This is an optimization exercise on Yosys and OpenROAD, whose aim is small area, a short achievable clock period and few clock cycles per item, not a production implementation. In this exercise RTL edits were held to simulation tests only and were not proved equivalent to the original.

==> run a <==
## pid_controller_anti_windup_unit
module pid_controller_anti_windup_unit (
    input  logic                      i_clk,
    input  logic                      i_rst_n,
    input  logic                      i_in_valid,
    output logic                      o_in_ready,
    input  logic                      i_op,
    input  logic signed [15:0]        i_target,
    input  logic signed [15:0]        i_measured,
    input  logic [31:0]               i_time_ms,
    output logic                      o_out_valid,
    input  logic                      i_out_ready,
    output logic signed [15:0]        o_drive,
    input  logic                      i_cfg_valid,
    output logic                      o_cfg_ready,
    input  logic [pca_pkg::IdxW-1:0]  i_cfg_index,
    input  logic [15:0]               i_cfg_data
);
    localparam logic [3:0] S_IDLE = 4'd0;
    localparam logic [3:0] S_T1   = 4'd1;
    localparam logic [3:0] S_T2   = 4'd2;
    localparam logic [3:0] S_T3   = 4'd3;
    localparam logic [3:0] S_T4   = 4'd4;
    localparam logic [3:0] S_T5   = 4'd5;
    localparam logic [3:0] S_T6   = 4'd6;
    localparam logic [3:0] S_T7   = 4'd7;
    localparam logic [3:0] S_T8   = 4'd8;
    localparam logic [3:0] S_HOLD = 4'd9;
    localparam logic [3:0] S_PK   = 4'd10;
    localparam logic [3:0] S_PK2  = 4'd11;
    localparam logic [3:0] S_PB   = 4'd12;
    localparam logic [3:0] S_PB2  = 4'd13;
    localparam logic [3:0] S_PB3  = 4'd14;
    localparam logic [3:0] S_PBW  = 4'd15;
    logic [15:0] r_gp, r_gi;
    logic [25:0] r_kd;           
    logic [14:0] r_lm;
    logic        r_kd_ok, r_b_ok;
    logic signed [39:0] r_bhi, r_blo;  
    logic signed [16:0] r_perr;
    logic signed [39:0] r_es;
    logic [31:0]        r_pms;
    logic [3:0]         r_fe, fe_n;
    logic               r_rdy;
    logic signed [16:0] r_a;     
  ...
export LEC_CHECK = 0
export CAP_MARGIN = 20
export CORE_MARGIN = 2
export CORE_UTILIZATION = 40
export SLEW_MARGIN = 20
create_clock -name core_clock -period 12.0 [get_ports {i_clk}]
standard.sh (not shown) runs the stock make flow with config.mk's settings and CLKGATE_MAP_FILE= SYNTH_SCRIPT=/design/flow/synth_recipe.tcl, a recipe that flattens the netlist after the stock synthesis.
==> flow/flow/run.sh <==
#!/bin/bash
# The standard layout, with repair_timing aiming 7 ns below the clock period
# (the design's clock period and constraints are unchanged).
set -euo pipefail
bash standard.sh SETUP_SLACK_MARGIN=7 finish > standard_flow.log 2>&1
==> run b (differences from run a) <==
--- a/flow/design.v
+++ b/flow/design.v
@@ -8,16 +8,17 @@
     input  logic               i_bload,      
     input  logic               i_take,       
     input  logic               i_abort,      
     input  logic               i_zero,
     input  logic               i_nneg,
     input  logic signed [32:0] i_prop,
     input  logic [42:0]        i_n,
     input  logic [31:0]        i_dt,
+    input  logic               i_yload,      
     input  logic [33:0]        i_y,
     output logic               o_busy,
     output logic               o_fin,        
     output logic               o_bfin,       
     output logic               o_busy_n,     
     output logic               o_fin_n,      
     output logic               o_zero,
     output logic               o_sat,
@@ -50,25 +51,28 @@
     assign d_t3w = {d_cs, 1'b1} + {d_cc[33:0], 1'b1, 1'b1};
     assign d_t3  = d_t3w[35:1];
     always_comb begin
         if (!d_t3[34])      begin d_q = 2'd3; d_rm = d_t3[31:0]; end
         else if (!d_t2[34]) begin d_q = 2'd2; d_rm = d_t2[31:0]; end
         else if (!d_t1[34]) begin d_q = 2'd1; d_rm = d_t1[31:0]; end
         else                begin d_q = 2'd0; d_rm = d_x[31:0];  end
     end
-    logic [10:0] i_s1, i_s2;
-    logic [9:0]  i_r1, i_r2;
-    logic        i_q1, i_q2;
+    logic [10:0] i_s1, i_s2, i_s3;
+    logic [9:0]  i_r1, i_r2, i_r3;
+    logic        i_q1, i_q2, i_q3;
     assign i_s1 = {iu_rem, iu_sh[23] ^ iu_neg};
     assign i_q1 = (i_s1 >= 11'd1000);
     assign i_r1 = i_q1 ? 10'(i_s1 - 11'd1000) : i_s1[9:0];
     assign i_s2 = {i_r1, iu_sh[22] ^ iu_neg};
     assign i_q2 = (i_s2 >= 11'd1000);
     assign i_r2 = i_q2 ? 10'(i_s2 - 11'd1000) : i_s2[9:0];
+    assign i_s3 = {i_r2, iu_sh[21] ^ iu_neg};
+    assign i_q3 = (i_s3 >= 11'd1000);
+    assign i_r3 = i_q3 ? 10'(i_s3 - 11'd1000) : i_s3[9:0];
     logic signed [33:0] w_it;
     logic               w_ic;
     assign w_it = iu_neg ? ~{10'd0, iu_sh} : {10'd0, iu_sh};
     assign w_ic = iu_neg && (iu_rem != 10'd999);
     logic w_fin, w_step;
     assign w_fin  = dv_v && (dv_cnt == 5'd0);
     assign w_step = dv_v && (dv_cnt != 5'd0);
     assign o_busy = dv_v;
@@ -103,32 +107,33 @@
                     dv_sat <= !i_zero && (i_dt[31:17] == 15'd0) && (i_n[42:26] >= i_dt[16:0]);
                     dv_rem <= {15'd0, i_n[42:26]};
                     dv_quo <= {i_n[25:0], 10'd0};
                 end else begin
                     dv_sat <= !i_zero && (i_dt[31:7] == 25'd0) && (i_n[42:36] >= i_dt[6:0]);
                     dv_rem <= {25'd0, i_n[42:36]};
                     dv_quo <= i_n[35:0];
                 end
-                iu_neg  <= i_y[33];
-                iu_rem  <= {1'b0, i_y[32:24] ^ {9{i_y[33]}}};
-                iu_sh   <= i_y[23:0];
             end else if (i_bload) begin
                 dv_bm  <= 1'b1;
                 dv_rem <= '0;
                 dv_quo <= i_n[35:0];
                 dv_dvs <= i_dt;
             end else if (w_step) begin
                 dv_rem <= d_rm;
                 dv_quo <= {dv_quo[33:0], d_q};
-                if (dv_cnt >= 5'd2 && dv_cnt <= 5'd13) begin
-                    iu_rem <= i_r2;
-                    iu_sh  <= {iu_sh[21:0], i_q1, i_q2};
-                end
-                if (dv_cnt == 5'd1) dv_pi <= dv_pi + w_it + 34'(w_ic);
+                if (dv_cnt == 5'd2) dv_pi <= dv_pi + w_it + 34'(w_ic);
+            end
+            if (i_yload) begin
+                iu_neg <= i_y[33];
+                iu_rem <= {1'b0, i_y[32:24] ^ {9{i_y[33]}}};
+                iu_sh  <= i_y[23:0];
+            end else if (w_step && dv_cnt >= 5'd5 && dv_cnt <= 5'd12) begin
+                iu_rem <= i_r3;
+                iu_sh  <= {iu_sh[20:0], i_q1, i_q2, i_q3};
             end
         end
     end
 endmodule
 module pca_dp (
     input  logic [17:0] i_a,
     input  logic [8:0]  i_one,
     input  logic [8:0]  i_two,
@@ -296,26 +301,26 @@
     logic               w_tz;
     logic [31:0]        w_dt;
     assign w_err = 17'(i_target) - 17'(i_measured);
     assign w_dt  = r_t - r_pms;
     assign w_tz  = (i_time_ms == r_pms);
     logic signed [17:0] w_babs;
     assign w_babs = r_b[17] ? -r_b : r_b;
     always_comb begin
-        case (fe_n)
-            S_T1:    m_bn = {2'b00, r_gp};
-            S_T2:    m_bn = {3'b000, w_dt[31:17]};
-            S_T3:    m_bn = (r_fe == S_T1) ? {1'b0, w_dt[16:0]} : {1'b0, r_t[16:0]};
-            S_T4:    m_bn = w_babs;
-            S_T5:    m_bn = r_b;
-            S_T6,
-            S_T7:    m_bn = {2'b00, r_gi};
-            S_PK:    m_bn = 18'd1000;
-            S_PB:    m_bn = 18'd125;
+        case (r_fe)
+            S_IDLE:  m_bn = !r_kd_ok ? 18'd1000 : !r_b_ok ? 18'd125 : {2'b00, r_gp};
+            S_HOLD,
+            S_T8:    m_bn = {2'b00, r_gp};
+            S_T1:    m_bn = (w_dt[31:17] == 15'd0) ? {1'b0, w_dt[16:0]} : {3'b000, w_dt[31:17]};
+            S_T2:    m_bn = {1'b0, r_t[16:0]};
+            S_T3:    m_bn = w_babs;
+            S_T4:    m_bn = r_b;
+            S_T5,
+            S_T6:    m_bn = {2'b00, r_gi};
             default: m_bn = '0;
         endcase
     end
     logic signed [33:0] w_lim34;
     logic               w_integ;
     logic signed [49:0] w_x, w_hi, w_lo;
     logic signed [39:0] w_es;
     logic               w_cfg_b, w_cfg_k;
@@ -355,17 +360,18 @@
         .i_bload  (w_bload),
         .i_take   (u0_take),
         .i_abort  (w_cfg_b),
         .i_zero   (r_zero),
         .i_nneg   (r_dneg),
         .i_prop   (r_prop),
         .i_n      (r_n),
         .i_dt     (r_t),
-        .i_y      (w_y),
+        .i_yload  (r_yld0),
+        .i_y      (r_y),
         .o_busy   (u0_busy),
         .o_fin    (u0_fin),
         .o_bfin   (u0_bfin),
         .o_busy_n (u0_busy_n),
         .o_fin_n  (u0_fin_n),
         .o_zero   (u0_zero),
         .o_sat    (u0_sat),
         .o_nneg   (u0_nneg),
@@ -379,30 +385,30 @@
         .i_bload  (1'b0),
         .i_take   (u1_take),
         .i_abort  (1'b0),
         .i_zero   (r_zero),
         .i_nneg   (r_dneg),
         .i_prop   (r_prop),
         .i_n      (r_n),
         .i_dt     (r_t),
-        .i_y      (w_y),
+        .i_yload  (r_yld1),
+        .i_y      (r_y),
         .o_busy   (u1_busy),
         .o_fin    (u1_fin),
         .o_bfin   (u1_bfin),
         .o_busy_n (u1_busy_n),
         .o_fin_n  (u1_fin_n),
         .o_zero   (u1_zero),
         .o_sat    (u1_sat),
         .o_nneg   (u1_nneg),
         .o_pi     (u1_pi),
         .o_quo    (u1_quo)
     );
-    logic [33:0] w_y;
-    assign w_y = (r_fe == S_T8) ? m_out[33:0] : r_y;
+    logic r_yld0, r_yld1;
     logic s_v_n, ov_n, s_free_n, rp_n, wp_n, free0_n, free1_n, ld_n;
     assign s_v_n    = w_take || (s_v && !w_s_move);
     assign ov_n     = w_s_move || (r_ov && !i_out_ready);
     assign s_free_n = !s_v_n || !ov_n;
     assign rp_n     = r_rp ^ w_take;
     assign wp_n     = r_wp ^ w_load;
     assign free0_n  = !u0_busy_n || (u0_fin_n && !rp_n && s_free_n);
     assign free1_n  = !u1_busy_n || (u1_fin_n &&  rp_n && s_free_n);
@@ -520,20 +526,20 @@
                     8'd3: r_lm <= i_cfg_data[14:0];
                     default: ;
                 endcase
             end
             if (w_cfg_k)
                 r_kd <= {10'd0, i_cfg_data};
             else if (r_fe == S_PK2)
                 r_kd <= m_out[25:0];
-            if (u0_bfin && r_fe == S_PBW && !w_cfg_b) begin
+            if (u0_bfin && r_fe == S_PBW) begin
                 r_bhi <= 40'(u0_quo[32:0]);
                 r_blo <= -(40'(u0_quo[32:0]));
-            end else if (r_fe == S_PB && r_gi == 16'd0 && !w_cfg_b) begin
+            end else if (r_fe == S_PB && r_gi == 16'd0) begin
                 r_bhi <= 40'sh7fffffffff;
                 r_blo <= 40'sh8000000000;
             end
             if (w_acc) begin
                 if (i_op) begin
                     r_pms  <= i_time_ms;
                     r_perr <= '0;
                     r_es   <= '0;
@@ -572,22 +578,26 @@
                 default: ;
             endcase
         end
     end
     assign ld_n = (fe_n == S_HOLD || fe_n == S_T8) && (wp_n ? free1_n : free0_n);
     always_ff @(posedge i_clk) begin
         if (!i_rst_n) begin
             r_ld <= 1'b0;
+            r_yld0 <= 1'b0;
+            r_yld1 <= 1'b0;
             r_wp <= 1'b0;
             r_rp <= 1'b0;
             s_v  <= 1'b0;
             r_ov <= 1'b0;
         end else begin
             r_ld <= ld_n;
+            r_yld0 <= u0_load;
+            r_yld1 <= u1_load;
             r_wp <= wp_n;
             r_rp <= rp_n;
             s_v  <= s_v_n;
             r_ov <= ov_n;
             if (w_take) begin
                 s_sat <= x_sat;
                 s_neg <= x_nneg;
                 s_val <= x_zero ? 38'sd0 : w_sum;
==> flow/flow/run.sh (replaced) <==
#!/bin/bash
# The standard layout, with repair_timing aiming 8 ns below the clock period
# (the design's clock period and constraints are unchanged), and a denser
# floorplan and placement for shorter wires.
set -euo pipefail
bash standard.sh SETUP_SLACK_MARGIN=8 CORE_UTILIZATION=55 PLACE_DENSITY=0.70 finish > standard_flow.log 2>&1
==> run c (differences from run a) <==
--- a/flow/design.v
+++ b/flow/design.v
@@ -8,33 +8,37 @@
     input  logic               i_bload,      
     input  logic               i_take,       
     input  logic               i_abort,      
     input  logic               i_zero,
     input  logic               i_nneg,
     input  logic signed [32:0] i_prop,
     input  logic [42:0]        i_n,
     input  logic [31:0]        i_dt,
+    input  logic               i_yload,      
     input  logic [33:0]        i_y,
     output logic               o_busy,
     output logic               o_fin,        
     output logic               o_bfin,       
     output logic               o_busy_n,     
     output logic               o_fin_n,      
     output logic               o_zero,
     output logic               o_sat,
     output logic               o_nneg,
-    output logic signed [33:0] o_pi,         
+    output logic signed [32:0] o_prop,       
+    output logic [23:0]        o_iq,         
+    output logic               o_ineg,       
+    output logic               o_ic,         
     output logic [35:0]        o_quo
 );
     logic               dv_v, dv_bm, dv_sat, dv_z, dv_nneg;
     logic [4:0]         dv_cnt;
     logic [31:0]        dv_rem, dv_dvs;
     logic [35:0]        dv_quo;
-    logic signed [33:0] dv_pi;
+    logic signed [32:0] dv_prop;
     logic [23:0]        iu_sh;
     logic [9:0]         iu_rem;
     logic               iu_neg;
     logic w_short;
     assign w_short = (i_prop[32:25] == 8'd0) || (i_prop[32:25] == 8'hff);
     logic [33:0] d_x;
     logic [34:0] d_t1, d_t2, d_t3;
     logic [31:0] d_rm;
@@ -50,39 +54,41 @@
     assign d_t3w = {d_cs, 1'b1} + {d_cc[33:0], 1'b1, 1'b1};
     assign d_t3  = d_t3w[35:1];
     always_comb begin
         if (!d_t3[34])      begin d_q = 2'd3; d_rm = d_t3[31:0]; end
         else if (!d_t2[34]) begin d_q = 2'd2; d_rm = d_t2[31:0]; end
         else if (!d_t1[34]) begin d_q = 2'd1; d_rm = d_t1[31:0]; end
         else                begin d_q = 2'd0; d_rm = d_x[31:0];  end
     end
-    logic [10:0] i_s1, i_s2;
-    logic [9:0]  i_r1, i_r2;
-    logic        i_q1, i_q2;
+    logic [10:0] i_s1, i_s2, i_s3;
+    logic [9:0]  i_r1, i_r2, i_r3;
+    logic        i_q1, i_q2, i_q3;
     assign i_s1 = {iu_rem, iu_sh[23] ^ iu_neg};
     assign i_q1 = (i_s1 >= 11'd1000);
     assign i_r1 = i_q1 ? 10'(i_s1 - 11'd1000) : i_s1[9:0];
     assign i_s2 = {i_r1, iu_sh[22] ^ iu_neg};
     assign i_q2 = (i_s2 >= 11'd1000);
     assign i_r2 = i_q2 ? 10'(i_s2 - 11'd1000) : i_s2[9:0];
-    logic signed [33:0] w_it;
-    logic               w_ic;
-    assign w_it = iu_neg ? ~{10'd0, iu_sh} : {10'd0, iu_sh};
-    assign w_ic = iu_neg && (iu_rem != 10'd999);
+    assign i_s3 = {i_r2, iu_sh[21] ^ iu_neg};
+    assign i_q3 = (i_s3 >= 11'd1000);
+    assign i_r3 = i_q3 ? 10'(i_s3 - 11'd1000) : i_s3[9:0];
     logic w_fin, w_step;
     assign w_fin  = dv_v && (dv_cnt == 5'd0);
     assign w_step = dv_v && (dv_cnt != 5'd0);
     assign o_busy = dv_v;
     assign o_fin  = w_fin && !dv_bm;
     assign o_bfin = w_fin && dv_bm;
     assign o_zero = dv_z;
     assign o_sat  = dv_sat;
     assign o_nneg = dv_nneg;
-    assign o_pi   = dv_pi;
+    assign o_prop = dv_prop;
+    assign o_iq   = iu_sh;
+    assign o_ineg = iu_neg;
+    assign o_ic   = iu_neg && (iu_rem != 10'd999);
     assign o_quo  = dv_quo;
     logic       w_clr;
     logic [4:0] w_cnt_n;
     assign w_clr    = i_take || (w_fin && dv_bm) || (i_abort && dv_bm);
     assign o_busy_n = i_load || i_bload || (dv_v && !w_clr);
     assign w_cnt_n  = i_load ? (i_zero ? 5'd0 : w_short ? 5'd13 : 5'd18)
                     : i_bload ? 5'd18 : w_step ? dv_cnt - 5'd1 : dv_cnt;
     assign o_fin_n  = o_busy_n && (w_cnt_n == 5'd0) && !i_bload && (i_load || !dv_bm);
@@ -92,43 +98,43 @@
             dv_bm <= 1'b0;
         end else begin
             dv_v <= o_busy_n;
             if (i_load || i_bload || w_step) dv_cnt <= w_cnt_n;
             if (i_load) begin
                 dv_bm   <= 1'b0;
                 dv_z    <= i_zero;
                 dv_nneg <= i_nneg;
-                dv_pi   <= 34'(i_prop);
+                dv_prop <= i_prop;
                 dv_dvs  <= i_dt;
                 if (w_short) begin
                     dv_sat <= !i_zero && (i_dt[31:17] == 15'd0) && (i_n[42:26] >= i_dt[16:0]);
                     dv_rem <= {15'd0, i_n[42:26]};
                     dv_quo <= {i_n[25:0], 10'd0};
                 end else begin
                     dv_sat <= !i_zero && (i_dt[31:7] == 25'd0) && (i_n[42:36] >= i_dt[6:0]);
                     dv_rem <= {25'd0, i_n[42:36]};
                     dv_quo <= i_n[35:0];
                 end
-                iu_neg  <= i_y[33];
-                iu_rem  <= {1'b0, i_y[32:24] ^ {9{i_y[33]}}};
-                iu_sh   <= i_y[23:0];
             end else if (i_bload) begin
                 dv_bm  <= 1'b1;
                 dv_rem <= '0;
                 dv_quo <= i_n[35:0];
                 dv_dvs <= i_dt;
             end else if (w_step) begin
                 dv_rem <= d_rm;
                 dv_quo <= {dv_quo[33:0], d_q};
-                if (dv_cnt >= 5'd2 && dv_cnt <= 5'd13) begin
-                    iu_rem <= i_r2;
-                    iu_sh  <= {iu_sh[21:0], i_q1, i_q2};
-                end
-                if (dv_cnt == 5'd1) dv_pi <= dv_pi + w_it + 34'(w_ic);
+            end
+            if (i_yload) begin
+                iu_neg <= i_y[33];
+                iu_rem <= {1'b0, i_y[32:24] ^ {9{i_y[33]}}};
+                iu_sh  <= i_y[23:0];
+            end else if (w_step && dv_cnt >= 5'd5 && dv_cnt <= 5'd12) begin
+                iu_rem <= i_r3;
+                iu_sh  <= {iu_sh[20:0], i_q1, i_q2, i_q3};
             end
         end
     end
 endmodule
 module pca_dp (
     input  logic [17:0] i_a,
     input  logic [8:0]  i_one,
     input  logic [8:0]  i_two,
@@ -296,26 +302,26 @@
     logic               w_tz;
     logic [31:0]        w_dt;
     assign w_err = 17'(i_target) - 17'(i_measured);
     assign w_dt  = r_t - r_pms;
     assign w_tz  = (i_time_ms == r_pms);
     logic signed [17:0] w_babs;
     assign w_babs = r_b[17] ? -r_b : r_b;
     always_comb begin
-        case (fe_n)
-            S_T1:    m_bn = {2'b00, r_gp};
-            S_T2:    m_bn = {3'b000, w_dt[31:17]};
-            S_T3:    m_bn = (r_fe == S_T1) ? {1'b0, w_dt[16:0]} : {1'b0, r_t[16:0]};
-            S_T4:    m_bn = w_babs;
-            S_T5:    m_bn = r_b;
-            S_T6,
-            S_T7:    m_bn = {2'b00, r_gi};
-            S_PK:    m_bn = 18'd1000;
-            S_PB:    m_bn = 18'd125;
+        case (r_fe)
+            S_IDLE:  m_bn = !r_kd_ok ? 18'd1000 : !r_b_ok ? 18'd125 : {2'b00, r_gp};
+            S_HOLD,
+            S_T8:    m_bn = {2'b00, r_gp};
+            S_T1:    m_bn = (w_dt[31:17] == 15'd0) ? {1'b0, w_dt[16:0]} : {3'b000, w_dt[31:17]};
+            S_T2:    m_bn = {1'b0, r_t[16:0]};
+            S_T3:    m_bn = w_babs;
+            S_T4:    m_bn = r_b;
+            S_T5,
+            S_T6:    m_bn = {2'b00, r_gi};
             default: m_bn = '0;
         endcase
     end
     logic signed [33:0] w_lim34;
     logic               w_integ;
     logic signed [49:0] w_x, w_hi, w_lo;
     logic signed [39:0] w_es;
     logic               w_cfg_b, w_cfg_k;
@@ -328,17 +334,19 @@
         if (w_x > w_hi)      w_es = w_hi[39:0];
         else if (w_x < w_lo) w_es = w_lo[39:0];
         else                 w_es = w_x[39:0];
     end
     assign w_cfg_b = i_cfg_valid && (i_cfg_index == 8'd1 || i_cfg_index == 8'd3);
     assign w_cfg_k = i_cfg_valid && (i_cfg_index == 8'd2);
     logic        u0_busy, u0_fin, u0_bfin, u0_busy_n, u0_fin_n, u0_zero, u0_sat, u0_nneg;
     logic        u1_busy, u1_fin, u1_bfin, u1_busy_n, u1_fin_n, u1_zero, u1_sat, u1_nneg;
-    logic signed [33:0] u0_pi, u1_pi;
+    logic signed [32:0] u0_prop, u1_prop;
+    logic [23:0] u0_iq, u1_iq;
+    logic        u0_ineg, u1_ineg, u0_ic, u1_ic;
     logic [35:0] u0_quo, u1_quo;
     logic        u0_load, u1_load, u0_take, u1_take, w_take;
     logic        w_bload, w_s_move, w_s_free, w_load;
     assign w_s_move = s_v && !r_ov;
     assign w_s_free = !s_v || w_s_move;
     assign u0_take  = !r_rp && u0_fin && w_s_free;
     assign u1_take  =  r_rp && u1_fin && w_s_free;
     assign w_take   = u0_take || u1_take;
@@ -355,73 +363,85 @@
         .i_bload  (w_bload),
         .i_take   (u0_take),
         .i_abort  (w_cfg_b),
         .i_zero   (r_zero),
         .i_nneg   (r_dneg),
         .i_prop   (r_prop),
         .i_n      (r_n),
         .i_dt     (r_t),
-        .i_y      (w_y),
+        .i_yload  (r_yld0),
+        .i_y      (r_y),
         .o_busy   (u0_busy),
         .o_fin    (u0_fin),
         .o_bfin   (u0_bfin),
         .o_busy_n (u0_busy_n),
         .o_fin_n  (u0_fin_n),
         .o_zero   (u0_zero),
         .o_sat    (u0_sat),
         .o_nneg   (u0_nneg),
-        .o_pi     (u0_pi),
+        .o_prop   (u0_prop),
+        .o_iq     (u0_iq),
+        .o_ineg   (u0_ineg),
+        .o_ic     (u0_ic),
         .o_quo    (u0_quo)
     );
     pca_div u_div1 (
         .i_clk    (i_clk),
         .i_rst_n  (i_rst_n),
         .i_load   (u1_load),
         .i_bload  (1'b0),
         .i_take   (u1_take),
         .i_abort  (1'b0),
         .i_zero   (r_zero),
         .i_nneg   (r_dneg),
         .i_prop   (r_prop),
         .i_n      (r_n),
         .i_dt     (r_t),
-        .i_y      (w_y),
+        .i_yload  (r_yld1),
+        .i_y      (r_y),
         .o_busy   (u1_busy),
         .o_fin    (u1_fin),
         .o_bfin   (u1_bfin),
         .o_busy_n (u1_busy_n),
         .o_fin_n  (u1_fin_n),
         .o_zero   (u1_zero),
         .o_sat    (u1_sat),
         .o_nneg   (u1_nneg),
-        .o_pi     (u1_pi),
+        .o_prop   (u1_prop),
+        .o_iq     (u1_iq),
+        .o_ineg   (u1_ineg),
+        .o_ic     (u1_ic),
         .o_quo    (u1_quo)
     );
-    logic [33:0] w_y;
-    assign w_y = (r_fe == S_T8) ? m_out[33:0] : r_y;
+    logic r_yld0, r_yld1;
     logic s_v_n, ov_n, s_free_n, rp_n, wp_n, free0_n, free1_n, ld_n;
     assign s_v_n    = w_take || (s_v && !w_s_move);
     assign ov_n     = w_s_move || (r_ov && !i_out_ready);
     assign s_free_n = !s_v_n || !ov_n;
     assign rp_n     = r_rp ^ w_take;
     assign wp_n     = r_wp ^ w_load;
     assign free0_n  = !u0_busy_n || (u0_fin_n && !rp_n && s_free_n);
     assign free1_n  = !u1_busy_n || (u1_fin_n &&  rp_n && s_free_n);
-    logic               x_nneg, x_sat, x_zero;
-    logic signed [33:0] x_pi;
+    logic               x_nneg, x_sat, x_zero, x_ineg, x_ic;
+    logic signed [32:0] x_prop;
+    logic [23:0]        x_iq;
     logic [35:0]        x_quo;
-    logic signed [37:0] w_dtm, w_sum;
+    logic signed [37:0] w_it, w_dtm, w_sum;
     assign x_nneg = r_rp ? u1_nneg : u0_nneg;
     assign x_sat  = r_rp ? u1_sat  : u0_sat;
     assign x_zero = r_rp ? u1_zero : u0_zero;
-    assign x_pi   = r_rp ? u1_pi   : u0_pi;
+    assign x_ineg = r_rp ? u1_ineg : u0_ineg;
+    assign x_ic   = r_rp ? u1_ic   : u0_ic;
+    assign x_prop = r_rp ? u1_prop : u0_prop;
+    assign x_iq   = r_rp ? u1_iq   : u0_iq;
     assign x_quo  = r_rp ? u1_quo  : u0_quo;
+    assign w_it   = x_ineg ? ~{14'd0, x_iq} : {14'd0, x_iq};
     assign w_dtm  = x_nneg ? ~{2'd0, x_quo} : {2'd0, x_quo};
-    assign w_sum  = 38'(x_pi) + w_dtm + 38'(x_nneg);
+    assign w_sum  = 38'(x_prop) + w_it + w_dtm + 38'(x_ic) + 38'(x_nneg);
     logic signed [37:0] w_slim;
     logic signed [23:0] w_sadj;
     logic signed [15:0] w_drv;
     assign w_slim = {15'd0, r_lm, 8'd0};
     assign w_sadj = s_val[37] ? (s_val[23:0] + 24'sd255) : s_val[23:0];
     always_comb begin
         if (s_sat)                 w_drv = s_neg ? -(16'(r_lm)) : 16'(r_lm);
         else if (s_val >= w_slim)  w_drv = 16'(r_lm);
@@ -520,20 +540,20 @@
                     8'd3: r_lm <= i_cfg_data[14:0];
                     default: ;
                 endcase
             end
             if (w_cfg_k)
                 r_kd <= {10'd0, i_cfg_data};
             else if (r_fe == S_PK2)
                 r_kd <= m_out[25:0];
-            if (u0_bfin && r_fe == S_PBW && !w_cfg_b) begin
+            if (u0_bfin && r_fe == S_PBW) begin
                 r_bhi <= 40'(u0_quo[32:0]);
                 r_blo <= -(40'(u0_quo[32:0]));
-            end else if (r_fe == S_PB && r_gi == 16'd0 && !w_cfg_b) begin
+            end else if (r_fe == S_PB && r_gi == 16'd0) begin
                 r_bhi <= 40'sh7fffffffff;
                 r_blo <= 40'sh8000000000;
             end
             if (w_acc) begin
                 if (i_op) begin
                     r_pms  <= i_time_ms;
                     r_perr <= '0;
                     r_es   <= '0;
@@ -572,22 +592,26 @@
                 default: ;
             endcase
         end
     end
     assign ld_n = (fe_n == S_HOLD || fe_n == S_T8) && (wp_n ? free1_n : free0_n);
     always_ff @(posedge i_clk) begin
         if (!i_rst_n) begin
             r_ld <= 1'b0;
+            r_yld0 <= 1'b0;
+            r_yld1 <= 1'b0;
             r_wp <= 1'b0;
             r_rp <= 1'b0;
             s_v  <= 1'b0;
             r_ov <= 1'b0;
         end else begin
             r_ld <= ld_n;
+            r_yld0 <= u0_load;
+            r_yld1 <= u1_load;
             r_wp <= wp_n;
             r_rp <= rp_n;
             s_v  <= s_v_n;
             r_ov <= ov_n;
             if (w_take) begin
                 s_sat <= x_sat;
                 s_neg <= x_nneg;
                 s_val <= x_zero ? 38'sd0 : w_sum;
==> flow/flow/run.sh (replaced) <==
#!/bin/bash
# The standard layout, with repair_timing aiming 7 ns below the clock period
# (the design's clock period and constraints are unchanged), and a denser
# floorplan and placement for shorter wires.
set -euo pipefail
bash standard.sh SETUP_SLACK_MARGIN=7 CORE_UTILIZATION=55 PLACE_DENSITY=0.70 finish > standard_flow.log 2>&1
==> results.py <==
metrics = {
    "run_status": {
        "status": "complete, no violations",
    },
    "drt": {
        "drt-pass1-iter-count": 7,
    },
    "synth": {
        "synthAdderAreaFrac_pct": 17.4,
        "synth_mux_area_share_pct": 3.73,
        "synthSimpleGateAreaFrac_pct": 12.3,
    },
    "power_and_ir_drop": {
        "p_comb_mw": 11.6,
        "p_sw_mw": 9.23,
    },
    "clock_network": {
        "post_cts_resized": 117,
    },
}
(the above is from run c)
==> results.py <==
metrics = {
    "synth": {
        "synth_mux_area_share_pct": 3.85,
        "synthAdderAreaFrac_pct": 16.9,
        "synth-compound-area-share_pct": 19.5,
        "synthSimpleGateAreaFrac_pct": 12.9,
    },
    "floorplan": {
        "die_w_um": 448,
    },
    "power_and_ir_drop": {
        "p_sw_mw": 9.14,
        "p_comb_mw": 11.4,
    },
    "run_status": {
        "status": "complete, no violations",
    },
    "drt": {
        "drt-pass1-iter-count": 10,
    },
}
(the above is from run a)
==> results.py <==
metrics = {
    "clock_network": {
        "post_cts_resized": 898,
    },
    "synth": {
        "synth_mux_area_share_pct": 4.33,
    },
    "run_status": {
        "status": "complete, no violations",
    },
    "power_and_ir_drop": {
        "p_comb_mw": 19.3,
    },
    "drt": {
        "drt-pass1-iter-count": 10,
    },
}
(the above is from run b)
Testbench counts of run a, summed over its fixed seeds: cycles 11,127, items 1,464.
Testbench counts of run b, summed over its fixed seeds: cycles 11,127, items 1,464.
Testbench counts of run c, summed over its fixed seeds: cycles 11,127, items 1,464.

## static timing again, ports no longer ideal
In the flow no input, the clock included, has a driving cell. The finished layouts below were timed again as built, in two steps.
Step 1: set_driving_cell puts a clkbuf_16 on i_clk and a buf_2 on each other input, an assumption about the parent block.
Step 2 also shifts input and output timing later by t, the mid clock arrival at the registers, as if the neighbouring blocks saw the same clock.
Slacks: no drivers / after step 1 / after step 2; pairs: no drivers / after step 1.
run | t (ns) | setup slack, ns | worst slew at a driven data input, ns | cell pins on the clock port's net
run a | 0.857 | 6.997 / 6.997 / 6.217 | 0.25 | 1
run b | 0.836 | 7.415 / 7.415 / 6.769 | 0.10 | 1
run c | 0.845 | 6.782 / 6.782 / 6.353 | 0.12 | 1
After both steps setup and hold are still met in every run listed. The setup slack of run a, which loses most, moves by 0.000 ns with the drivers and by -0.780 ns with both steps.
